From an optimization exercise on the open Yosys and OpenROAD flow, aimed at small area; shortcuts taken in it are not production practice. Only simulation tests tie the RTL to the original design; equivalence was not proved. No run shown here takes its clock network from TritonCTS; it comes from the design's own scripts or RTL. The flow treats the clock pin as an ideal source. Dropping or thinning the clock tree relies on that and would not hold on a real chip. Power is estimated from default activity; no workload was simulated.

==> flow/design.v <==
package calc_pkg;
    localparam int DATA_W = 8;   
    typedef logic [DATA_W-1:0] ascii_t;
    localparam logic [1:0] OP_ADD = 2'b00;   
    localparam logic [1:0] OP_MUL = 2'b01;   
    localparam logic [1:0] OP_DIV = 2'b10;   
    localparam logic [1:0] OP_SUB = 2'b11;   
endpackage
module uart_rx (
    input  logic             clk,
    input  logic             rstn,
    input  logic             rxd,
    output logic             rx_valid,
    output calc_pkg::ascii_t rx_data
);
    logic [1:0]       rxd_sync;
    logic             rxd_s;
    logic [7:0]       k;
    logic             idle;
    logic             bit_end;
    calc_pkg::ascii_t shift_q;
    assign rxd_s    = rxd_sync[1];
    assign idle     = (k[7:4] == 4'h1);
    assign bit_end  = (k[3:0] == 4'hf);
    assign rx_valid = idle & k[0];
    assign rx_data  = shift_q;
    always_ff @(posedge clk or negedge rstn) begin
        if (!rstn) begin
            rxd_sync <= 2'b11;   
            k        <= 8'h10;
        end else begin
            rxd_sync <= {rxd_sync[0], rxd};
            if (idle)
                k <= rxd_s ? 8'h10 : 8'h78;
            else if (k == 8'h7f && rxd_s)
                k <= 8'h10;                  
            else if (k == 8'h0f)
                k <= {7'h08, rxd_s};         
            else
                k <= k + 8'd1;
        end
    end
    always_ff @(posedge clk) begin
        if (k[7] && bit_end)
            shift_q <= {rxd_s, shift_q[7:1]};   
    end
endmodule
module uart_tx (
    input  logic       clk,
    input  logic       rstn,
    input  logic       press,
    input  logic [3:0] sh_t,
    input  logic [3:0] sh_u,
    input  logic       sh_nb,
    output logic       txd
);
    logic       sec;     
    logic [7:0] k;
    logic [3:0] cap_t;
    logic [3:0] cap_u;
    logic       cap_nb;
    logic       wait_q;   
    logic       jump;
    logic [3:0] cur;
    logic       dbit;
    assign wait_q = sec && (k[7:4] == 4'h1) && k[1];
    assign jump   = (wait_q && k[0]) || (!sec && k == 8'h0f);
    always_ff @(posedge clk or negedge rstn) begin
        if (!rstn) begin
            sec <= 1'b1;
            k   <= 8'h12;
        end else if (jump) begin
            sec <= ~sec;
            k   <= 8'h6f;
        end else if (!(wait_q && !press)) begin
            k <= k + 8'd1;
        end
    end
    always_ff @(posedge clk) begin
        if (wait_q) begin
            cap_t  <= sh_t;
            cap_u  <= sh_u;
            cap_nb <= sh_nb;
        end
    end
    assign cur = sec ? cap_u : cap_t;
    always_comb begin
        case (k[6:4])
            3'd0, 3'd1, 3'd2, 3'd3: dbit = cur[k[5:4]];
            3'd4, 3'd5:             dbit = sec ? cap_nb : 1'b1;
            default:                dbit = 1'b0;
        endcase
    end
    assign txd = k[7] ? dbit : (k[6:4] != 3'd7);
endmodule
module ascii_alu (
    input  logic [3:0] r_t,
    input  logic [3:0] r_u,
    input  logic [3:0] y_t,
    input  logic [3:0] y_u,
    input  logic       sub,
    output logic [3:0] s_t,
    output logic [3:0] s_u,
    output logic       cout
);
    logic [3:0] c_t, c_u;    
    logic [4:0] b_u, b_t;    
    logic       c1;
    function automatic logic [3:0] nines(input logic [3:0] d);
        nines = {~(d[3] | d[2] | d[1]), d[2] ^ d[1], d[1], ~d[0]};
    endfunction
    always_comb begin
        c_u  = sub ? nines(y_u) : y_u;
        c_t  = sub ? nines(y_t) : y_t;
        b_u  = {1'b0, r_u} + {1'b0, c_u} + {4'b0, sub};
        c1   = (b_u > 5'd9);
        s_u  = c1 ? (b_u[3:0] + 4'd6) : b_u[3:0];
        b_t  = {1'b0, r_t} + {1'b0, c_t} + {4'b0, c1};
        cout = (b_t > 5'd9);
        s_t  = cout ? (b_t[3:0] + 4'd6) : b_t[3:0];
    end
endmodule
module calc_fsm (
    input  logic             clk,
    input  logic             rstn,
    input  logic             rx_valid,
    input  calc_pkg::ascii_t rx_data,
    output logic [3:0]       sh_t,
    output logic [3:0]       sh_u,
    output logic             sh_nb
);
    localparam logic [2:0] S_TENS  = 3'd0;
    localparam logic [2:0] S_BUF   = 3'd1;
    localparam logic [2:0] S_UNITS = 3'd2;
    localparam logic [2:0] S_OPER  = 3'd3;
    localparam logic [2:0] S_CALC  = 3'd4;
    localparam logic [2:0] S_CALC2 = 3'd5;
    logic [2:0] s;
    logic [3:0] d;        
    logic [1:0] op_q;
    logic [3:0] r_t, r_u;
    logic [3:0] q_t, q_u;
    logic       is_digit, is_op, is_space, is_equal, is_clear;
    logic [1:0] key_op;
    logic [3:0] key_val;
    logic [3:0] b_t, b_u;      
    logic [3:0] y_t, y_u;
    logic       sub;
    logic [3:0] s_t, s_u;
    logic       cout;
    logic       b_nz, q_nz;
    logic       is_div, is_sub, is_mul;
    logic       step;
    logic [3:0] qd_t, qd_u;    
    logic [3:0] res_t, res_u;
    always_comb begin
        is_digit = (rx_data[7:4] == 4'h3) && (rx_data[3:0] <= 4'h9);
        is_space = (rx_data == 8'h20);
        is_equal = (rx_data == 8'h3d);
        is_clear = (rx_data == 8'h63);
        is_op    = (rx_data == 8'h2a) || (rx_data == 8'h2b) ||
                   (rx_data == 8'h2d) || (rx_data == 8'h2f);
        key_op   = {rx_data[2], rx_data[1] ^ rx_data[0]};
        key_val  = rx_data[3:0];
    end
    assign is_div = (op_q == calc_pkg::OP_DIV);
    assign is_sub = (op_q == calc_pkg::OP_SUB);
    assign is_mul = (op_q == calc_pkg::OP_MUL);
    assign b_t  = (s == S_BUF || s == S_UNITS) ? 4'd0 : sh_t;
    assign b_u  = (s == S_BUF || s == S_UNITS) ? d    : sh_u;
    assign b_nz = (b_t != 4'd0) || (b_u != 4'd0);
    assign q_nz = (q_t != 4'd0) || (q_u != 4'd0);
    assign y_t = (is_sub && q_u == 4'd0) ? 4'd8 : b_t;
    assign y_u = (is_sub && q_u == 4'd0) ? 4'd4 : b_u;
    assign sub = is_div || (is_sub && q_u != 4'd0);
    ascii_alu i_alu (
        .r_t  (r_t),
        .r_u  (r_u),
        .y_t  (y_t),
        .y_u  (y_u),
        .sub  (sub),
        .s_t  (s_t),
        .s_u  (s_u),
        .cout (cout)
    );
    assign step = is_div ? (cout && b_nz) : q_nz;
    always_comb begin
        qd_u = q_u - 4'd1;
        qd_t = q_t;
        if (q_u == 4'd0) begin
            qd_u = 4'd9;
            qd_t = q_t - 4'd1;
        end
    end
    assign res_t = is_div ? {~(q_t[3] | q_t[2] | q_t[1]), q_t[2] ^ q_t[1], q_t[1], ~q_t[0]} : r_t;
    assign res_u = is_div ? {~(q_u[3] | q_u[2] | q_u[1]), q_u[2] ^ q_u[1], q_u[1], ~q_u[0]} : r_u;
    always_ff @(posedge clk or negedge rstn) begin
        if (!rstn) begin
            s     <= S_TENS;
            sh_nb <= 1'b0;
            sh_t  <= 4'd0;
            sh_u  <= 4'd0;
        end else if (rx_valid && is_clear) begin
            s     <= S_TENS;
            sh_nb <= 1'b0;
            sh_t  <= 4'd0;
            sh_u  <= 4'd0;
        end else if (s == S_CALC2) begin
            sh_t <= res_t;
            sh_u <= res_u;
            s    <= S_OPER;
        end else if (rx_valid) begin
            case (s)
                S_TENS: if (is_digit) s <= S_BUF;
                S_BUF:  if (is_space) s <= S_UNITS;
                S_UNITS: begin
                    if (is_digit) begin
                        sh_t  <= d;
                        sh_u  <= key_val;
                        s     <= sh_nb ? S_CALC : S_OPER;
                        sh_nb <= 1'b1;
                    end else if (sh_nb ? is_equal : is_op) begin
                        sh_t  <= 4'd0;
                        sh_u  <= d;
                        s     <= sh_nb ? S_CALC2 : S_TENS;
                        sh_nb <= 1'b1;
                    end
                end
                S_OPER: if (is_op) s <= S_TENS;
                S_CALC: if (is_equal) begin
                    sh_t <= res_t;
                    sh_u <= res_u;
                    s    <= S_OPER;
                end
                default: ;
            endcase
        end
    end
    always_ff @(posedge clk) begin
        if (rx_valid && s == S_TENS)
            d <= key_val;
        if (rx_valid && (s == S_OPER || (s == S_UNITS && !sh_nb)))
            op_q <= key_op;
    end
    always_ff @(posedge clk) begin
        if (rx_valid && is_digit && !s[2]) begin
            r_t <= is_mul ? 4'd0 : sh_t;
            r_u <= is_mul ? 4'd0 : sh_u;
            q_t <= is_mul ? sh_t : (is_div ? 4'd9 : 4'd0);
            q_u <= is_mul ? sh_u : (is_div ? 4'd9 : 4'd1);
        end else if (step) begin
            r_t <= s_t;
            r_u <= s_u;
            if (is_sub) begin
                q_t <= {3'd0, ~cout & (q_u != 4'd0)};
                q_u <= 4'd0;
            end else begin
                q_t <= qd_t;
                q_u <= qd_u;
            end
        end
    end
endmodule
module key_debounce (
    input  logic clk,
    input  logic rstn,
    input  logic key,
    output logic press    
);
    logic [1:0] key_sync;
    logic       key_s;
    logic       level;
    logic [2:0] cnt;
    logic       diff;
    assign key_s = key_sync[1];
    assign diff  = key_s ^ level;
    assign press = diff & key_s & (&cnt);
    always_ff @(posedge clk or negedge rstn) begin
        if (!rstn) begin
            key_sync <= 2'b00;
            level    <= 1'b0;
        end else begin
            key_sync <= {key_sync[0], key};
            if (diff && (&cnt))
                level <= key_s;
        end
    end
    always_ff @(posedge clk) begin
        cnt <= diff ? cnt + 3'd1 : 3'd0;   
    end
endmodule
module calc_top #(
    parameter int CLKS_PER_BIT    = 16,
    parameter int DEBOUNCE_CYCLES = 8
) (
    input  logic             clk,
    input  logic             rstn,
    input  logic             rxd,
    input  logic             key,
    output logic             txd,
    output calc_pkg::ascii_t digit_tens,
    output calc_pkg::ascii_t digit_units
);
    logic             rx_valid;
    calc_pkg::ascii_t rx_data;
    logic [3:0]       sh_t;
    logic [3:0]       sh_u;
    logic             sh_nb;
    logic             press;
    uart_rx i_uart_rx (
        .clk      (clk),
        .rstn     (rstn),
        .rxd      (rxd),
        .rx_valid (rx_valid),
        .rx_data  (rx_data)
    );
    calc_fsm i_calc_fsm (
        .clk      (clk),
        .rstn     (rstn),
        .rx_valid (rx_valid),
        .rx_data  (rx_data),
        .sh_t     (sh_t),
        .sh_u     (sh_u),
        .sh_nb    (sh_nb)
    );
    key_debounce i_key_debounce (
        .clk   (clk),
        .rstn  (rstn),
        .key   (key),
        .press (press)
    );
    uart_tx i_uart_tx (
        .clk   (clk),
        .rstn  (rstn),
        .press (press),
        .sh_t  (sh_t),
        .sh_u  (sh_u),
        .sh_nb (sh_nb),
        .txd   (txd)
    );
    assign digit_tens  = {4'h3, sh_t};
    assign digit_units = {2'b00, sh_nb, sh_nb, sh_u};
endmodule
==> flow/flow/run.sh <==
#!/bin/bash
# The standard flow's layout, with: synthesis logic mapped by an area-oriented abc script
# (area.abc) and no adder extraction (same flip-flops), unit-size port
# buffers, and a small clock tree built by cts_hook.tcl instead of an H-tree.
set -eo pipefail
F=$(pwd)/flow
bash standard.sh finish \
  "SYNTH_SCRIPT=$F/synth.tcl" \
  "ADDER_MAP_FILE=" \
  "BUFFER_PORTS_ARGS=-buffer_cell sky130_fd_sc_hd__buf_1" \
  "PRE_CTS_TCL=$F/cts_hook.tcl" \
  > standard_run.log 2>&1
==> flow/flow/abc_0.script <==
strash
dch -f
amap
strash
dch -f
amap
topo
==> flow/flow/abc_1.script <==
strash
&get -n
&deepsyn -T 30 -S 1
&put
dch -f
amap
topo
==> flow/flow/abc_2.script <==
strash
&get -n
&deepsyn -T 30 -S 2
&put
dch -f
amap
topo
==> flow/flow/abc_3.script <==
strash
&get -n
&deepsyn -T 30 -S 3
&put
dch -f
amap
topo
==> flow/flow/abc_4.script <==
strash
&get -n
&deepsyn -T 30 -S 4
&put
dch -f
amap
topo
==> flow/flow/abc_5.script <==
strash
&get -n
&deepsyn -T 30 -S 5
&put
dch -f
amap
topo
==> flow/flow/abc_6.script <==
strash
&get -n
&deepsyn -T 30 -S 6
&put
dch -f
amap
topo
==> flow/flow/abc_7.script <==
strash
&get -n
&deepsyn -T 30 -S 7
&put
dch -f
amap
topo
==> flow/flow/abc_8.script <==
strash
&get -n
&deepsyn -T 30 -S 8
&put
dch -f
amap
topo
==> flow/flow/cts_hook.tcl <==
# Sourced by ORFS's cts.tcl just before it builds the clock tree.  The design
# is small, so instead of an H-tree the clock sinks are split into a few
# clusters by location (k-means), each driven by one clock buffer at its
# centre, and a root buffer drives those; cts.tcl then legalizes the buffers
# and repairs timing as usual.
set ::cts_clusters 6
set ::cts_leaf_buf sky130_fd_sc_hd__clkbuf_8
set ::cts_root_buf sky130_fd_sc_hd__clkbuf_4

proc clock_tree_synthesis { args } {
  set block [ord::get_db_block]
  set dbu [$block getDbUnitsPerMicron]
  set pins [get_pins -of_objects [get_nets clk]]
  set xs {}
  set ys {}
  foreach p $pins {
    set bbox [[[sta::sta_to_db_pin $p] getInst] getBBox]
    lappend xs [expr {([$bbox xMin] + [$bbox xMax]) / 2.0 / $dbu}]
    lappend ys [expr {([$bbox yMin] + [$bbox yMax]) / 2.0 / $dbu}]
  }
  set n [llength $pins]
  set k $::cts_clusters
  # k-means, seeded with sinks spread along the list sorted by x + y
  set order [lsort -real -indices [lmap x $xs y $ys {expr {$x + $y}}]]
  set cx {}
  set cy {}
  for {set c 0} {$c < $k} {incr c} {
    set i [lindex $order [expr {int(($c + 0.5) * $n / $k)}]]
    lappend cx [lindex $xs $i]
    lappend cy [lindex $ys $i]
  }
  for {set iter 0} {$iter < 50} {incr iter} {
    set assign {}
    for {set i 0} {$i < $n} {incr i} {
      set best 0
      set bd 1e30
      for {set c 0} {$c < $k} {incr c} {
        set d [expr {abs([lindex $xs $i] - [lindex $cx $c]) + abs([lindex $ys $i] - [lindex $cy $c])}]
        if {$d < $bd} { set bd $d; set best $c }
      }
      lappend assign $best
    }
    set ncx {}
    set ncy {}
    for {set c 0} {$c < $k} {incr c} {
      set sx 0.0; set sy 0.0; set m 0
      for {set i 0} {$i < $n} {incr i} {
        if {[lindex $assign $i] == $c} {
          set sx [expr {$sx + [lindex $xs $i]}]
          set sy [expr {$sy + [lindex $ys $i]}]
          incr m
        }
      }
      if {$m > 0} {
        lappend ncx [expr {$sx / $m}]
        lappend ncy [expr {$sy / $m}]
      } else {
        lappend ncx [lindex $cx $c]
        lappend ncy [lindex $cy $c]
      }
    }
    set cx $ncx
    set cy $ncy
  }
  # one buffer per cluster on the clock net, then a root buffer between the
  # clock port and those buffers, at the centre of the cluster centres
  for {set c 0} {$c < $k} {incr c} {
    set load {}
    for {set i 0} {$i < $n} {incr i} {
      if {[lindex $assign $i] == $c} { lappend load [lindex $pins $i] }
    }
    if {[llength $load] == 0} { continue }
    puts "clock cluster $c: [llength $load] sinks at [lindex $cx $c] [lindex $cy $c]"
    insert_buffer -buffer_cell $::cts_leaf_buf -net clk -load_pins $load \
      -location [list [lindex $cx $c] [lindex $cy $c]] \
      -buffer_name clkbuf_leaf_$c -net_name clk_leaf_$c
  }
  set rx [expr {([tcl::mathop::+ {*}$cx]) / $k}]
  set ry [expr {([tcl::mathop::+ {*}$cy]) / $k}]
  insert_buffer -buffer_cell $::cts_root_buf -net clk -location [list $rx $ry] \
    -buffer_name clkbuf_root -net_name clk_root
}
==> flow/flow/synth.tcl <==
# The standard flow's synthesis script, except that the logic is mapped for area: abc is
# run with several area-oriented scripts (abc_*.script here) and the
# smallest result is kept.  Flip-flop mapping and all other steps are
# unchanged.
proc synth {args} { yosys synth -nofsm -noshare {*}$args }
set ::area_abc_dir [file dirname [file normalize [info script]]]
proc abc {args} {
  set i [lsearch -exact $args -script]
  set stat_args {}
  foreach lib $::env(LIB_FILES) { lappend stat_args -liberty $lib }
  set tmp $::env(OBJECTS_DIR)/abc_area_stat.txt
  set best ""
  set best_area 1e30
  yosys design -save abc_pre
  foreach script [lsort [glob $::area_abc_dir/abc_*.script]] {
    yosys design -load abc_pre
    yosys abc {*}[lreplace $args [expr {$i + 1}] [expr {$i + 1}] $script]
    yosys tee -q -o $tmp stat {*}$stat_args
    set f [open $tmp r]
    set txt [read $f]
    close $f
    if { [regexp {Chip area for module '[^']*': ([0-9.]+)} $txt -> area] } {
      puts "abc script [file tail $script]: area $area"
      if { $area < $best_area } {
        set best_area $area
        set best $script
        yosys design -save abc_best
      }
    }
  }
  puts "abc: kept [file tail $best], area $best_area"
  yosys design -load abc_best
}
source $::env(SCRIPTS_DIR)/synth.tcl
# left out here: clear keep_hierarchy, flatten, clean up, hide names made inside functions, write 1_2_yosys.v
==> flow/standard.sh <==
#!/bin/bash
# synth_recipe.tcl (not shown) runs the flow's synth.tcl, then flattens the netlist and writes it again
# the make line also repeats each setting of config.mk as NAME=value (left out here)
make -C /OpenROAD-flow-scripts/flow DESIGN_CONFIG=/design/flow/config.mk WORK_HOME=/design/flow/orfs CLKGATE_MAP_FILE= SYNTH_SCRIPT=/design/flow/synth_recipe.tcl "${@:-finish}"
==> flow/config.mk <==
export PLATFORM = sky130hd
export DESIGN_NAME = calc_top
export DESIGN_NICKNAME = calc_top
export VERILOG_FILES = /design/flow/design.v
export SDC_FILE = /design/flow/constraint.sdc
export NUM_CORES = 4
export LEC_CHECK = 0
export ABC_AREA = 1
export CAP_MARGIN = 20
export CORE_MARGIN = 2
export CORE_UTILIZATION = 70
export PLACE_DENSITY = 0.9
export SLEW_MARGIN = 20
==> flow/constraint.sdc <==
create_clock -name core_clock -period 40.0 [get_ports {clk}]
set_input_delay 8.0000 -clock core_clock [delete_from_list [all_inputs] [get_ports {clk}]]
set_output_delay 8.0000 -clock core_clock [all_outputs]
set_load 0.01 [all_outputs]
==> reports/results.ini, run 1 <==
[outcome]
status = timing/DRC/antenna clean

[detailed_routing]
drc = 0
detail_route.iter0.violations = 336
vias_per_cell = 6.497
wl_per_cell_um = 16.96
vias = 3359
wl_mm = 8.769
ant_nets = 0
dr.pass1.iters = 5

[die]
io_pins = 21
placementRows = 27
core-area_um2 = 5439
start_util = 0.7175
die_x_um = 78.67
die_h_um = 78.67
dieArea_um2 = 6188

[timing]
relSlewSlack = 0.2295
finalSetupViolations = 0
worst_pin_slew_ns = 1.144
max_freq_mhz = 99.39
setup_tns_ns = 0
rsz0062_at_grt = false
hold_viol = 0
finalMaxSlewViolations = 0
skew_ns = 0.04581
fin_crit_ns = 10.06
fin_ws_ns = 29.94
period_share = 0.2515

[synthesis]
yosys.area_share.simple = 0.1696
syn_area_per_cell_um2 = 9.139
synth_seq_area_share = 0.5354
synth_largest_area_cell = edfxtp_1
synth_edf_count = 39
ys_types = 44
syn_area_um2 = 3902
synth_xor_area_frac = 0
synth.top_cells.by_count = 75 x nor2_1, 62 x clkinv_1, 39 x edfxtp_1, 32 x nand2_1, 29 x o21ai_0
synth_top_family_by_area = compound AO/OA/AOI/OAI gates
async_flop_share = 0.4474
ys_seq_elements = 76
synthMostInstantiatedCell = nor2_1
synth_ff_type = edfxtp_1
synthCells = 427
synth_compound_area_frac = 0.2180
yosys_warnings = 5
synth_fa_ha_area_frac = 0
yosysTopAreaCellShare = 0.3001
synth_mux_area_frac = 0
synth.area.top_cells = edfxtp_1 30%, dfrtp_1 18%, nor2_1 7.2%

[power_and_ir_drop]
p_switching_uw = 67.10
p_total_uw = 201.2
internal_power_uw = 134.1
pwr-share-seq = 0.537
p_leak_uw = 0.001441
peakVddDrop_uv = 42.18
power_density_nw_per_um2 = 48.87
comb_power_share = 0.279
switching_share = 0.3335
p_clk_frac = 0.184

[setup_path]
worst-setup-path-type = reg -> out
crit_fanout = 7
critPathArrivalTime_ns = 2.06
crit-reg2reg-launch = i_calc_fsm.s[1]$_DFFE_PN0P_
rrSetupSlack_ns = 33.73
r2r_cells = 26
crit_required_ns = 32.00
cp-end-kind = primary output
r2r_end = i_calc_fsm.q_t[2]$_DFFE_PP_
startpoint_type = flop

[global_routing]
grt_max_degree = 35
grt_pass1_vias = 3048
grt_usage = 0.2893
grt_pass1_wl_mm = 14.37
grt_overflow = 0
antenna_found_initial = 0

[layout]
fin_area_um2 = 4118
area_growth_pct = 5.515
diodes = 0
finalNetCount = 451
drive_gt1_frac = 0.03596

[clock_tree]
clock_latency_ns = 0.43
ctsHoldBuffers = 0
clk_pin_slew_ns = 0.11
cts_setup_buffers = 0
cts_resized = 0

[placement]
placed_cell_area_um2 = 4016
preCtsSetupSlack_ns = 30.43
gp_congestion = 0.9682
numPortBuffers = 14
dp_hpwl_mm = 6.471

[worst_hold_path]
hp-class = reg -> reg
hold_depth = 0
holdCritStartpoint = i_key_debounce.key_sync[0]$_DFF_PN0_
hold_end = i_key_debounce.key_sync[1]$_DFF_PN0_

[flow_run]
drv_cap = 0

==> cell type report, without the clock buffers <==
type | instances | area, um2
flip-flops and latches | 76 | 2090
multi-input cells | 285 | 1554
fillers | 369 | 1321
inverters | 62 | 232.7
well taps | 72 | 90.09
repair buffers | 15 | 61.31
==> cell usage in the layout, fill, tap and decap left out, drive strengths merged, types with 9 or more instances in the layout <==
master / n
a21oi: 19
dfrtp: 28
o22ai: 18
nand2: 32
buf: 14
a31oi: 9
clkinv: 62
o21ai: 29
o32ai: 11
edfxtp: 39
nor2: 75
nor3: 14
==> flip-flops by register name, summed over array words and instances (netlist names), 3 cells and up <==
name                flops
i_key_debounce.cnt      3
i_uart_rx.shift_q       8
i_calc_fsm.s            3
i_uart_tx.cap_t         4
i_calc_fsm.r_u          4
i_calc_fsm.sh_t         4
i_calc_fsm.sh_u         4
i_uart_rx.k             8
i_calc_fsm.r_t          4
i_uart_tx.cap_u         4
i_calc_fsm.q_t          4
i_calc_fsm.q_u          4
i_uart_tx.k             8
i_calc_fsm.d            4
==> cells by family after synthesis <==
family / count (synthesis)
and+or+nand+nor: 152
AOI/OAI and AO/OA: 127
DFF: 76
other: 2
buffers and inverters: 70
==> power by group through the flow <==
stage | registers, uW | clock network, uW | logic (uW)
floorplan | 106 | 0 | 45.0
global placement | 108 | 0 | 51.4
detailed placement | 109 | 0 | 54.4
CTS | 109 | 28.1 | 55.0
global route | 109 | 40.0 | 64.2
finish | 108 | 37.0 | 56.1
==> metrics by stage <==
step | hold slack, ns | util | instances
floorplan | 0.3312 | - | 431
global placement | 0.3317 | 0.7384 | 510
detailed placement | 0.3396 | 0.7384 | 510
CTS | 0.3396 | 0.7550 | 517
global route | 0.3671 | 0.7571 | 517
finish | 0.3645 | 0.7571 | 517
==> critical path, stage by stage (launching register included) <==
cell and delay [ns]:
dfstp_2 0.59, clkinv_1 0.18, a221o_1 0.35, a31oi_1 0.17
a311o_1 0.14, a21oi_1 0.07, buf_1 0.13
==> metal layers <==
metal / share of wire / global-route usage / vias to the layer above
met5: 0 / 0 / -
met4: 0.027 / 0.05789 / 0
met3: 0.088 / 0.03678 / 41
met2: 0.48 / 0.4949 / 181
met1: 0.41 / 0.4013 / 1567
li1: - / - / 1570
==> worst max path at each step <==
stage | startpoint | to | slack (ns)
2_1_floorplan | i_uart_tx.k[4]$_DFFE_PN1P_ | txd | 30.63
3_3_place_gp | i_uart_tx.k[4]$_DFFE_PN1P_ | txd | 30.47
3_5_place_dp | i_uart_tx.k[4]$_DFFE_PN1P_ | txd | 30.43
4_1_cts | i_uart_tx.k[4]$_DFFE_PN1P_ | txd | 30.42
5_1_grt | i_uart_tx.k[4]$_DFFE_PN1P_ | txd | 29.78
6_report | i_uart_tx.k[4]$_DFFE_PN1P_ | txd | 29.94
==> run 2, diff against run 1 <==
--- a/flow/flow/cts_hook.tcl
+++ b/flow/flow/cts_hook.tcl
@@ -5,3 +5,3 @@
 # and repairs timing as usual.
-set ::cts_clusters 6
+set ::cts_clusters 5
 set ::cts_leaf_buf sky130_fd_sc_hd__clkbuf_8
==> run 2 against run 1 <==
Compared with the run above:
- power shrank 1.5%
- routed wire length down 0.46%
- first-iteration DRC count up 30%
- cell area is 0.33% lower
- clock skew is 0.0065 ns lower
- final cell count is 0.19% lower
- critical path type unchanged
- still clean
==> reports/results.ini, run 2 <==
[placement]
gp_congestion = 0.9682  ; unchanged
dp_hpwl_mm = 6.471  ; unchanged
placed_cell_area_um2 = 4016  ; unchanged
place_inst = 510  ; unchanged
numPortBuffers = 14  ; unchanged

[synthesis]
ys_types = 44  ; unchanged
synthCells = 427  ; unchanged
synth.area.top_cells = edfxtp_1 30%, dfrtp_1 18%, nor2_1 7.2%
synthMostInstantiatedCell = nor2_1
yosys_warnings = 5  ; unchanged
synth.top_cells.by_count = 75 x nor2_1, 62 x clkinv_1, 39 x edfxtp_1, 32 x nand2_1, 29 x o21ai_0
yosysTopAreaCellShare = 0.3001  ; unchanged
synth_largest_area_cell = edfxtp_1
synth_edf_count = 39  ; unchanged
synth_seq_area_share = 0.5354  ; unchanged
syn_area_um2 = 3902  ; unchanged
synth_ff_type = edfxtp_1
async_flop_share = 0.4474  ; unchanged
syn_area_per_cell_um2 = 9.139  ; unchanged
ys_seq_elements = 76  ; unchanged

[setup_path]
cp.depth = 6  ; unchanged
critPathTopFamily = compound AO/OA/AOI/OAI gates
cp-end-kind = primary output
rrSetupSlack_ns = 33.85  ; +0.12 ns
crit-reg2reg-launch = i_calc_fsm.s[1]$_DFFE_PN0P_
startpoint_type = flop
critPathArrivalTime_ns = 2.05  ; about the same
crit_required_ns = 32.00  ; about the same
r2r_cells = 26  ; unchanged
worstPathCellList = clkinv_1 -> a221o_1 -> a31oi_1 -> a311o_1 -> a21oi_1 -> buf_1
slowest_stage = dfstp_2
critPathBufInv = 2  ; unchanged
cp-startpoint = i_uart_tx.k[4]$_DFFE_PN1P_
worst-setup-path-type = reg -> out
cp_slowest_stage_delay_ns = 0.59  ; about the same
crit_fanout = 7  ; unchanged

[flow_run]
drv_cap = 0  ; unchanged

[timing]
hold_viol = 0  ; unchanged
rsz0062_at_grt = false
max_freq_mhz = 99.52  ; +0.13%
finalSetupViolations = 0  ; unchanged
setup_tns_ns = 0  ; unchanged
fin_crit_ns = 10.05  ; -0.01270 ns
skew_ns = 0.03930  ; -0.006505 ns
finalMaxSlewViolations = 0  ; unchanged
relSlewSlack = 0.2953  ; +0.06577
worst_pin_slew_ns = 1.046  ; -0.09762 ns
period_share = 0.2512  ; -0.0003175

[layout]
area_growth_pct = 5.162
fill_cells = 368  ; -0.27%
top_regs = i_uart_rx.k (8), i_uart_rx.shift_q (8), i_uart_tx.k (8)
fin_area_um2 = 4104  ; -0.33%
layout_commonest_cell = nor2_1
drive_gt1_frac = 0.03378  ; -0.002171
finalNetCount = 450  ; -0.22%
diodes = 0  ; unchanged
ff_latch_area_um2 = 2090  ; unchanged
final_cell_mix = 75 x nor2_1, 62 x clkinv_1, 39 x edfxtp_1, 32 x nand2_1, 29 x o21ai_0
layout.cells.non_filler = 516  ; -0.19%
multi_input_area_um2 = 1554  ; unchanged

[die]
die_h_um = 78.67  ; unchanged
core-area_um2 = 5439  ; unchanged
io_pins = 21  ; unchanged
start_util = 0.7175  ; unchanged
die_x_um = 78.67  ; unchanged
dieArea_um2 = 6188  ; unchanged
placementRows = 27  ; unchanged

[worst_hold_path]
holdCritStartpoint = i_key_debounce.key_sync[0]$_DFF_PN0_
hp-class = reg -> reg
hold_depth = 0  ; unchanged

[clock_tree]
clk_pin_slew_ns = 0.11  ; about the same
cts_setup_buffers = 0  ; unchanged
ctsHoldBuffers = 0  ; unchanged
cts_resized = 0  ; unchanged
clock_latency_ns = 0.41  ; -0.02 ns

[detailed_routing]
ant_nets = 0  ; unchanged
vias = 3370  ; +0.33%
dr.pass1.iters = 6  ; +1
wl_mm = 8.729  ; -0.46%
detail_route.iter0.violations = 437  ; +30%
drc = 0  ; unchanged
wl_per_cell_um = 16.92  ; -0.26%
vias_per_cell = 6.531  ; +0.52%

[power_and_ir_drop]
peakVddDrop_uv = 49.56  ; +17%
p_leak_uw = 0.001434  ; -0.50%
p_total_uw = 198.3  ; -1.5%
power_density_nw_per_um2 = 48.32  ; -1.1%

[global_routing]
grt_usage = 0.2914  ; +0.002075
grt_max_degree = 35  ; unchanged
grt_pass1_vias = 3090  ; +1.4%
busiest_layer = met2
grt_use_met3 = 0.03908  ; +0.002299
antenna_found_initial = 0  ; unchanged
grt_overflow = 0  ; unchanged
globalRouteMet2Util = 0.4974  ; +0.002564
grtUsageMet1 = 0.4024  ; +0.001099
grt_pass1_wl_mm = 14.45  ; +0.53%

[outcome]
status = timing/DRC/antenna clean

==> run 2: cell counts after synthesis <==
Identical to the previous run, type by type.
==> run 2: logic make-up after synthesis <==
| family | share of synthesized area |
|---|---|
| and+or+nand+nor | 0.1696 |
| AOI/OAI and AO/OA | 0.2180 |
| buffers and inverters | 0.07502 |
| other | 0.001924 |
| DFF | 0.5354 |
==> run 2: area by class of cell, without the clock buffers <==
cell class                 instances  share of cell area
inverter                          62             0.05671
sequential                        76              0.5091
timing repair buffer              15             0.01494
multi-input combinational        285              0.3787
tap                               72             0.02195
==> run 2: power by group <==
group          internal (uW)  switching, uW
Sequential              97.7           10.4
Clock                   12.4           21.8
Combinational           21.9           34.1
==> run 2: final timing paths <==
path	endpoint
max	txd
max in group asynchronous	i_calc_fsm.sh_u[2]$_DFFE_PN0P_
min reg2reg	i_key_debounce.key_sync[1]$_DFF_PN0_
min	i_key_debounce.key_sync[1]$_DFF_PN0_
max reg2reg	i_calc_fsm.q_t[0]$_DFFE_PP_
min in group asynchronous	i_uart_tx.k[2]$_DFFE_PN0P_
==> run 2: worst register-to-register path: stages (launching register included) <==
cell,delay [ns]
dfrtp_1,0.44
clkinv_1,0.16
o211ai_1,0.60
clkinv_1,0.31
o22ai_1,0.26
or2_0,0.19
a21oi_1,0.08
o21ai_0,0.13
nand2_1,0.10
o21a_1,0.12
nand2_1,0.07
o21ai_0,0.11
nor2_1,0.22
o21ai_0,0.15
clkinv_1,0.09
nor2b_1,0.05
nor2_1,0.13
clkinv_1,0.12
nor3_1,0.28
clkinv_1,0.19
a22oi_1,0.22
o21a_1,0.19
nor2_1,0.06
o21ai_0,0.29
clkinv_1,0.25
o311ai_4,0.73
o21a_1,0.32
==> run 2: per-layer routing <==
layer	wire (um)	up-vias
met2	4262	185
met1	3459	1591
met4	188	0
met3	818	20
met5	0	-
li1	-	1574
==> run 2: stage by stage <==
stage	hold slack, ns	utilization	setup WS, ns
2_1_floorplan	0.3312	-	30.63
3_3_place_gp	0.3317	0.7384	30.47
3_5_place_dp	0.3396	0.7384	30.43
4_1_cts	0.3396	0.7525	30.42
5_1_grt	0.3649	0.7545	29.81
6_report	0.3472	0.7545	29.95
==> run 3, diff against run 2 <==
--- a/flow/flow/cts_hook.tcl
+++ b/flow/flow/cts_hook.tcl
@@ -7,3 +7,3 @@
 set ::cts_leaf_buf sky130_fd_sc_hd__clkbuf_8
-set ::cts_root_buf sky130_fd_sc_hd__clkbuf_4
+set ::cts_root_buf sky130_fd_sc_hd__clkbuf_2
 
--- a/flow/config.mk
+++ b/flow/config.mk
@@ -10,4 +10,4 @@
 export CORE_MARGIN = 2
-export CORE_UTILIZATION = 70
-export PLACE_DENSITY = 0.9
+export CORE_UTILIZATION = 76
+export PLACE_DENSITY = 0.95
 export SLEW_MARGIN = 20
==> run 3 against run 2 <==
Compared with the run above:
- still clean on timing, DRC and antenna
- global-route usage is 2.2 points higher
- final cell count is 0.19% lower
- first-iteration DRC count is 2.7% lower
- critical path depth stayed put
- clock skew is 0.013 ns higher
- synthesized cell count stayed put
- via count is 0.65% lower
- sequential share of layout area is 0.11 points higher
- critical endpoint unchanged
- largest cell class unchanged
==> reports/results.ini, run 3 <==
[outcome]
status = timing/DRC/antenna clean

[detailed_routing]
vias = 3348  ; -0.65%
drc = 0  ; unchanged
wl_mm = 8.613  ; -1.3%
dr.pass1.iters = 5  ; -1
detail_route.iter0.violations = 425  ; -2.7%
ant_nets = 0  ; unchanged
wl_per_cell_um = 16.72  ; -1.1%
vias_per_cell = 6.501  ; -0.46%

[synthesis]
synth_largest_area_cell = edfxtp_1
yosys_warnings = 5  ; unchanged
synthMostInstantiatedCell = nor2_1
syn_area_um2 = 3902  ; unchanged
ys_seq_elements = 76  ; unchanged
synth.top_cells.by_count = 75 x nor2_1, 62 x clkinv_1, 39 x edfxtp_1, 32 x nand2_1, 29 x o21ai_0
async_flop_share = 0.4474  ; unchanged
synth.area.top_cells = edfxtp_1 30%, dfrtp_1 18%, nor2_1 7.2%
syn_area_per_cell_um2 = 9.139  ; unchanged
synthCells = 427  ; unchanged
synth_edf_count = 39  ; unchanged
yosysTopAreaCellShare = 0.3001  ; unchanged
synth_seq_area_share = 0.5354  ; unchanged
ys_types = 44  ; unchanged
synth_ff_type = edfxtp_1

[layout]
final_cell_mix = 75 x nor2_1, 62 x clkinv_1, 39 x edfxtp_1, 32 x nand2_1, 29 x o21ai_0
finalNetCount = 451  ; +0.22%
drive_gt1_frac = 0.03596  ; +0.002171
area_growth_pct = 4.938
diodes = 0  ; unchanged
fill_cells = 320  ; -13%
layout_commonest_cell = nor2_1
multi_input_area_um2 = 1543  ; -0.72%
ff_latch_area_um2 = 2090  ; unchanged
top_regs = i_uart_rx.k (8), i_uart_rx.shift_q (8), i_uart_tx.k (8)

[die]
dieArea_um2 = 5724  ; -7.5%
core-area_um2 = 5042  ; -7.3%
die_x_um = 75.66  ; -3.8%
die_h_um = 75.66  ; -3.8%
start_util = 0.7739  ; +0.05644
placementRows = 26  ; -3.7%
io_pins = 21  ; unchanged

[global_routing]
grt_pass1_vias = 2950  ; -4.5%
grt_usage = 0.3134  ; +0.02206
grt_max_degree = 35  ; unchanged
grt_overflow = 0  ; unchanged
grt_pass1_wl_mm = 13.71  ; -5.1%
antenna_found_initial = 0  ; unchanged

[power_and_ir_drop]
peakVddDrop_uv = 47.55  ; -4.1%
p_leak_uw = 0.001436  ; +0.14%
power_density_nw_per_um2 = 48.01  ; -0.63%

[worst_hold_path]
hp-class = reg -> reg
hold_depth = 0  ; unchanged

[timing]
hold_viol = 0  ; unchanged
rsz0062_at_grt = false
setup_tns_ns = 0  ; unchanged
worst_pin_slew_ns = 1.194  ; +0.1484 ns
max_freq_mhz = 98.65  ; -0.87%
fin_crit_ns = 10.14  ; +0.08860 ns
fin_ws_ns = 29.86  ; -0.08860 ns
period_share = 0.2534  ; +0.002215
relSlewSlack = 0.1831  ; -0.1121
skew_ns = 0.05209  ; +0.01279 ns
finalSetupViolations = 0  ; unchanged
finalMaxSlewViolations = 0  ; unchanged

[setup_path]
worst-setup-path-type = reg -> out
crit_required_ns = 32.00  ; about the same
cp-end-kind = primary output
startpoint_type = flop
r2r_cells = 28  ; +7.7%
critPathArrivalTime_ns = 2.14  ; +0.09 ns
crit_fanout = 7  ; unchanged

[clock_tree]
clock_latency_ns = 0.49  ; +0.08 ns
cts_resized = 0  ; unchanged
clk_pin_slew_ns = 0.12  ; about the same
ctsHoldBuffers = 0  ; unchanged
cts_setup_buffers = 0  ; unchanged

[placement]
numPortBuffers = 14  ; unchanged
gp_congestion = 0.9490  ; -2.0%
preCtsSetupSlack_ns = 30.42  ; -0.006400 ns
dp_hpwl_mm = 6.508  ; +0.57%

[flow_run]
drv_cap = 0  ; unchanged

-- run 3: cell count changes in the layout (fill, tap and decap cells not counted) --
cell,previous run,this run
a2111oi_1,1,0
clkbuf_2,1,2
clkbuf_4,1,0
o311ai_2,0,1
a2111oi_0,0,1
o311ai_4,1,0
buf_4,1,2
-- run 3: cell type report, without the clock buffers --
cell class                 instances  share of cell area
inverter                          62             0.05683
tap                               70             0.02139
sequential                        76              0.5102
multi-input combinational        285              0.3767
timing repair buffer              16             0.01680
-- run 3: path summary, 6_finish.rpt --
check                                           startpoint                          endpoint  slack [ns]
setup reg to reg               i_calc_fsm.s[2]$_DFFE_PN0P_       i_calc_fsm.r_t[3]$_DFFE_PP_       33.88
setup / recovery                i_uart_tx.k[4]$_DFFE_PN1P_                               txd       29.86
hold reg to reg            i_uart_rx.rxd_sync[0]$_DFF_PN1_   i_uart_rx.rxd_sync[1]$_DFF_PN1_        0.37
max in group asynchronous                             rstn        i_uart_tx.k[2]$_DFFE_PN0P_       31.83
hold / removal             i_uart_rx.rxd_sync[0]$_DFF_PN1_   i_uart_rx.rxd_sync[1]$_DFF_PN1_        0.37
min in group asynchronous                             rstn  i_key_debounce.level$_DFFE_PN0P_        7.59
-- run 3: power by group --
part,internal [uW],switching [uW]
logic,21.9,34.0
registers,97.7,9.72
clock network,11.7,21.6
total,131,65.3
-- run 3: per-layer routing --
| metal | GRT usage | wire length, um | vias to the layer above | part of all wire |
|---|---|---|---|---|
| met4 | 0.06823 | 229 | 0 | 0.027 |
| met5 | 0 | 0 | - | 0 |
| li1 | - | - | 1573 | - |
| met2 | 0.5275 | 4191 | 204 | 0.49 |
| met1 | 0.4457 | 3374 | 1541 | 0.39 |
| met3 | 0.03836 | 818 | 30 | 0.095 |
-- run 3: kinds of logic after synthesis --
family	after synthesis	synth area share
simple gates	152	0.1696
compound gates	127	0.2180
flops	76	0.5354
buf+inv	70	0.07502
other cells	2	0.001924
-- run 3: worst max-delay path, stage by stage (launching register included) --
cell	delay [ns]
dfstp_2	0.59
clkinv_1	0.19
a221o_1	0.36
a31oi_1	0.17
a311o_1	0.14
a21oi_1	0.07
buf_1	0.13
-- run 3: metrics by stage --
step	cell area (um2)	cells	power, uW	hold WS [ns]	util
2_1_floorplan	3918	431	150.7	0.3312	-
3_3_place_gp	4021	509	159.2	0.3321	0.7975
3_5_place_dp	4021	509	163.6	0.3540	0.7975
4_1_cts	4095	515	189.2	0.3542	0.8122
5_1_grt	4095	515	208.9	0.3668	0.8122
6_report	4095	515	196.6	0.3651	0.8122
==> run 4, diff against run 3 <==
--- a/flow/design.v
+++ b/flow/design.v
@@ -26,2 +26,16 @@
     assign rx_data  = shift_q;
+    logic [7:0] k_next;
+    logic [4:0] k_r;     
+    logic [2:0] k_m;     
+    assign k = {k_r[4:1], k_m, k_r[0]};
+    always_comb begin
+        if (idle)
+            k_next = rxd_s ? 8'h10 : 8'h78;
+        else if (k == 8'h7f && rxd_s)
+            k_next = 8'h10;                  
+        else if (k == 8'h0f)
+            k_next = {7'h08, rxd_s};         
+        else
+            k_next = k + 8'd1;
+    end
     always_ff @(posedge clk or negedge rstn) begin
@@ -29,13 +43,6 @@
             rxd_sync <= 2'b11;   
-            k        <= 8'h10;
+            k_r      <= 5'b00010;
         end else begin
             rxd_sync <= {rxd_sync[0], rxd};
-            if (idle)
-                k <= rxd_s ? 8'h10 : 8'h78;
-            else if (k == 8'h7f && rxd_s)
-                k <= 8'h10;                  
-            else if (k == 8'h0f)
-                k <= {7'h08, rxd_s};         
-            else
-                k <= k + 8'd1;
+            k_r      <= {k_next[7:4], k_next[0]};
         end
@@ -43,2 +50,5 @@
     always_ff @(posedge clk) begin
+        k_m <= k_next[3:1];
+    end
+    always_ff @(posedge clk) begin
         if (k[7] && bit_end)
@@ -67,2 +77,17 @@
     assign jump   = (wait_q && k[0]) || (!sec && k == 8'h0f);
+    logic [7:0] k_next;
+    logic       sec_next;
+    logic [5:0] k_r;     
+    logic [1:0] k_m;     
+    assign k = {k_r[5:2], k_m, k_r[1:0]};
+    always_comb begin
+        sec_next = sec;
+        k_next   = k;
+        if (jump) begin
+            sec_next = ~sec;
+            k_next   = 8'h6f;
+        end else if (!(wait_q && !press)) begin
+            k_next = k + 8'd1;
+        end
+    end
     always_ff @(posedge clk or negedge rstn) begin
@@ -70,10 +95,11 @@
             sec <= 1'b1;
-            k   <= 8'h12;
-        end else if (jump) begin
-            sec <= ~sec;
-            k   <= 8'h6f;
-        end else if (!(wait_q && !press)) begin
-            k <= k + 8'd1;
+            k_r <= 6'b0001_10;
+        end else begin
+            sec <= sec_next;
+            k_r <= {k_next[7:4], k_next[1:0]};
         end
     end
+    always_ff @(posedge clk) begin
+        k_m <= k_next[3:2];
+    end
     always_ff @(posedge clk) begin
--- a/flow/flow/cts_hook.tcl
+++ b/flow/flow/cts_hook.tcl
@@ -7,3 +7,3 @@
 set ::cts_leaf_buf sky130_fd_sc_hd__clkbuf_8
-set ::cts_root_buf sky130_fd_sc_hd__clkbuf_2
+set ::cts_root_buf sky130_fd_sc_hd__clkbuf_4
 
--- a/flow/config.mk
+++ b/flow/config.mk
@@ -10,4 +10,4 @@
 export CORE_MARGIN = 2
-export CORE_UTILIZATION = 76
-export PLACE_DENSITY = 0.95
+export CORE_UTILIZATION = 70
+export PLACE_DENSITY = 0.9
 export SLEW_MARGIN = 20
==> run 4 against run 3 <==
Compared with the run above:
- global-route usage is 4.1 points lower
- combinational power is 110% higher
- clock power is essentially flat
- sequential cell count did not move
- register-to-register slack worse by 0.63 ns
- highest routed layer unchanged
- maximum frequency increased by 1.8%
- critical path type unchanged
- clock skew decreased by 0.032 ns
- sequential power increased by 13%
- routed wire length is 3.9% lower
- critical path depth is the same
- synthesized cell count grew 1.2%
==> reports/results.ini, run 4 <==
[global_routing]
grt_overflow = 0  ; unchanged
grt_usage = 0.2720  ; -0.04145
grt_max_degree = 30  ; -14%
grt_pass1_vias = 2994  ; +1.5%
grt_pass1_wl_mm = 13.60  ; -0.81%
antenna_found_initial = 0  ; unchanged

[placement]
numPortBuffers = 14  ; unchanged
gp_congestion = 0.9332  ; -1.7%
dp_hpwl_mm = 6.303  ; -3.2%
place_inst = 517  ; +1.6%
placed_cell_area_um2 = 4008  ; -0.34%

[setup_path]
crit_path_end = txd
crit_required_ns = 32.00  ; about the same
critPathArrivalTime_ns = 1.96  ; -0.18 ns
cp-end-kind = primary output
cp_common_cell = o22a_1
cp_slowest_stage_delay_ns = 0.58  ; about the same
startpoint_type = flop
cp-startpoint = i_uart_tx.k_r[2]$_DFFE_PN1P_
slowest_stage = dfstp_2
crit_fanout = 7  ; unchanged
critPathTopFamily = compound AO/OA/AOI/OAI gates
worst-setup-path-type = reg -> out
rrSetupSlack_ns = 33.25  ; -0.63 ns
cp.depth = 6  ; unchanged
crit-reg2reg-launch = i_calc_fsm.s[2]$_DFFE_PN0P_
r2r_end = i_calc_fsm.r_t[3]$_DFFE_PP_
worstPathCellList = clkinv_1 -> o22ai_1 -> a31oi_1 -> o22a_1 -> o22a_1 -> buf_1
critPathBufInv = 2  ; unchanged
r2r_cells = 35  ; +25%

[timing]
setup_tns_ns = 0  ; unchanged
skew_ns = 0.01988  ; -0.03221 ns
fin_crit_ns = 9.960  ; -0.1770 ns
hold_viol = 0  ; unchanged
period_share = 0.2490  ; -0.004425
rsz0062_at_grt = false
finalMaxSlewViolations = 0  ; unchanged
finalSetupViolations = 0  ; unchanged
worst_pin_slew_ns = 0.8330  ; -0.3615 ns
max_freq_mhz = 100.4  ; +1.8%
relSlewSlack = 0.4303  ; +0.2472
hold-worst-slack_ns = 0.3539  ; -0.01124 ns

[power_and_ir_drop]
peakVddDrop_uv = 45.16  ; -5.0%
pwr-share-seq = 0.447  ; -0.099
internal_power_uw = 162.4  ; +24%
comb_power_share = 0.429  ; +0.145
p_switching_uw = 107.4  ; +64%
p_clk_frac = 0.124  ; -0.045
p_leak_uw = 0.001429  ; -0.47%
power_density_nw_per_um2 = 66.08  ; +38%
switching_share = 0.3982  ; +0.06587

[layout]
area_growth_pct = 5.290
top_regs = i_uart_rx.shift_q (8), i_uart_tx.k_r (6), i_uart_rx.k_r (5)
regMostFlops = i_uart_rx.shift_q
layout_commonest_cell = nor2_1
drive_gt1_frac = 0.03769  ; +0.001739
final_cell_mix = 75 x nor2_1, 65 x clkinv_1, 39 x edfxtp_1, 34 x nand2_1, 28 x o21ai_0
finalNetCount = 457  ; +1.3%
layout.cells.non_filler = 523  ; +1.6%
largest_register_ffs = 8
fill_cells = 394  ; +23%
diodes = 0  ; unchanged
fin_area_um2 = 4084  ; -0.27%

[clock_tree]
clock_latency_ns = 0.40  ; -0.09 ns
clk_pin_slew_ns = 0.10  ; -0.02 ns
cts_setup_buffers = 0  ; unchanged
cts_resized = 0  ; unchanged
ctsHoldBuffers = 0  ; unchanged

[synthesis]
synthMostInstantiatedCell = nor2_1
ys_types = 44  ; unchanged
synth_ff_type = edfxtp_1
ys_seq_elements = 76  ; unchanged
synth.area.top_cells = edfxtp_1 30%, dfrtp_1 15%, nor2_1 7.3%
synth_edf_count = 39  ; unchanged
syn_area_um2 = 3879  ; -0.61%
yosysTopAreaCellShare = 0.3019  ; +0.001839
synth.top_cells.by_count = 75 x nor2_1, 65 x clkinv_1, 39 x edfxtp_1, 34 x nand2_1, 28 x o21ai_0
yosys_warnings = 5  ; unchanged
async_flop_share = 0.3816  ; -0.06579
syn_area_per_cell_um2 = 8.979  ; -1.8%
synthCells = 432  ; +1.2%
synth_largest_area_cell = edfxtp_1
synth_seq_area_share = 0.5323  ; -0.003170

[die]
die_h_um = 78.44  ; +3.7%
placementRows = 27  ; +3.8%
io_pins = 21  ; unchanged
core-area_um2 = 5439  ; +7.9%
start_util = 0.7131  ; -0.06081
die_x_um = 78.44  ; +3.7%
dieArea_um2 = 6153  ; +7.5%

[worst_hold_path]
hold_depth = 0  ; unchanged
hp-class = reg -> reg

[detailed_routing]
drc = 0  ; unchanged
detail_route.iter0.violations = 425  ; unchanged
vias_per_cell = 6.394  ; -1.6%
wl_per_cell_um = 15.83  ; -5.4%
vias = 3344  ; -0.12%
dr.pass1.iters = 5  ; unchanged
wl_mm = 8.278  ; -3.9%
ant_nets = 0  ; unchanged

[outcome]
status = timing/DRC/antenna clean

[flow_run]
drv_cap = 0  ; unchanged

## run 4: kinds of logic (layout without fill, tap and decap cells)
logic type / count (synthesis) / after routing / share of synthesized area
simple gates: 154 / 154 / 0.1716
compound gates: 127 / 127 / 0.2158
flops: 76 / 76 / 0.5323
buf+inv: 73 / 88 / 0.07839
other cells: 2 / 6 / 0.001936
## run 4: power by group through the flow
stage	logic [uW]	registers (uW)	clock network [uW]
after global routing	130	122	36.4
after detailed placement	114	122	0
after floorplan	90.5	118	0
final	116	121	33.5
after CTS	114	122	25.6
after global placement	108	121	0
## run 4: cell type report, without the clock buffers
cell class              instances  area (um2)  share of cell area
repair buffers                 17       76.32             0.01869
multi-input cells             287        1533              0.3753
well taps                      72       90.09             0.02206
flip-flops and latches         76        2064              0.5055
inverters                      65       244.0             0.05974
## run 4: worst min path at each step
stage                                                     from                                    to  slack [ns]
after global routing      i_key_debounce.key_sync[0]$_DFF_PN0_  i_key_debounce.key_sync[1]$_DFF_PN0_        0.36
after CTS                 i_key_debounce.key_sync[0]$_DFF_PN0_  i_key_debounce.key_sync[1]$_DFF_PN0_        0.34
after global placement    i_key_debounce.key_sync[0]$_DFF_PN0_  i_key_debounce.key_sync[1]$_DFF_PN0_        0.33
after floorplan           i_key_debounce.key_sync[0]$_DFF_PN0_  i_key_debounce.key_sync[1]$_DFF_PN0_        0.33
final                     i_key_debounce.key_sync[0]$_DFF_PN0_  i_key_debounce.key_sync[1]$_DFF_PN0_        0.35
after detailed placement  i_key_debounce.key_sync[0]$_DFF_PN0_  i_key_debounce.key_sync[1]$_DFF_PN0_        0.34
## run 4: routing by layer
metal / wire length (um) / vias to the layer above / global-route usage
met3: 560 / 31 / 0.01839
met2: 3796 / 158 / 0.4345
met4: 273 / 0 / 0.09825
met1: 3648 / 1560 / 0.3986
li1: - / 1595 / -
met5: 0 / - / 0
## run 4: metrics by stage
| step | setup slack [ns] | total power (uW) | util |
|---|---|---|---|
| CTS | 30.48 | 261.2 | 0.7509 |
| global route | 29.96 | 289.0 | 0.7509 |
| finish | 30.04 | 269.9 | 0.7509 |
| detailed placement | 30.50 | 235.2 | 0.7368 |
| global placement | 30.53 | 229.3 | 0.7368 |
| floorplan | 30.69 | 208.0 | - |

## what the ideal ports hide
Ports are ideal in the flow. The routed layouts listed here were re-timed in OpenROAD.
Step 1 (the two cells are an assumption about what drives the block):
set clk [get_ports {clk}]
set_driving_cell -lib_cell sky130_fd_sc_hd__clkbuf_16 $clk
set_driving_cell -lib_cell sky130_fd_sc_hd__buf_2 [delete_from_list [all_inputs] $clk]
Step 2, shift: input delay + t, output delay - t, t = (earliest + latest rising clock arrival at the registers) / 2. This alone moves slack from input paths to output paths.
Three values: no drivers, after step 1, after step 2; two values: the first two.
run | t (ns) | slack for setup (ns) | worst setup path after step 2
run 1 | 0.433 | 29.939 / 29.911 / 30.344 | register to output
run 2 | 0.420 | 29.951 / 29.924 / 30.345 | register to output
run 3 | 0.489 | 29.863 / 29.838 / 30.327 | register to output
run 4 | 0.416 | 30.040 / 30.011 / 30.427 | register to output
After both steps setup and hold are still met in every run listed.
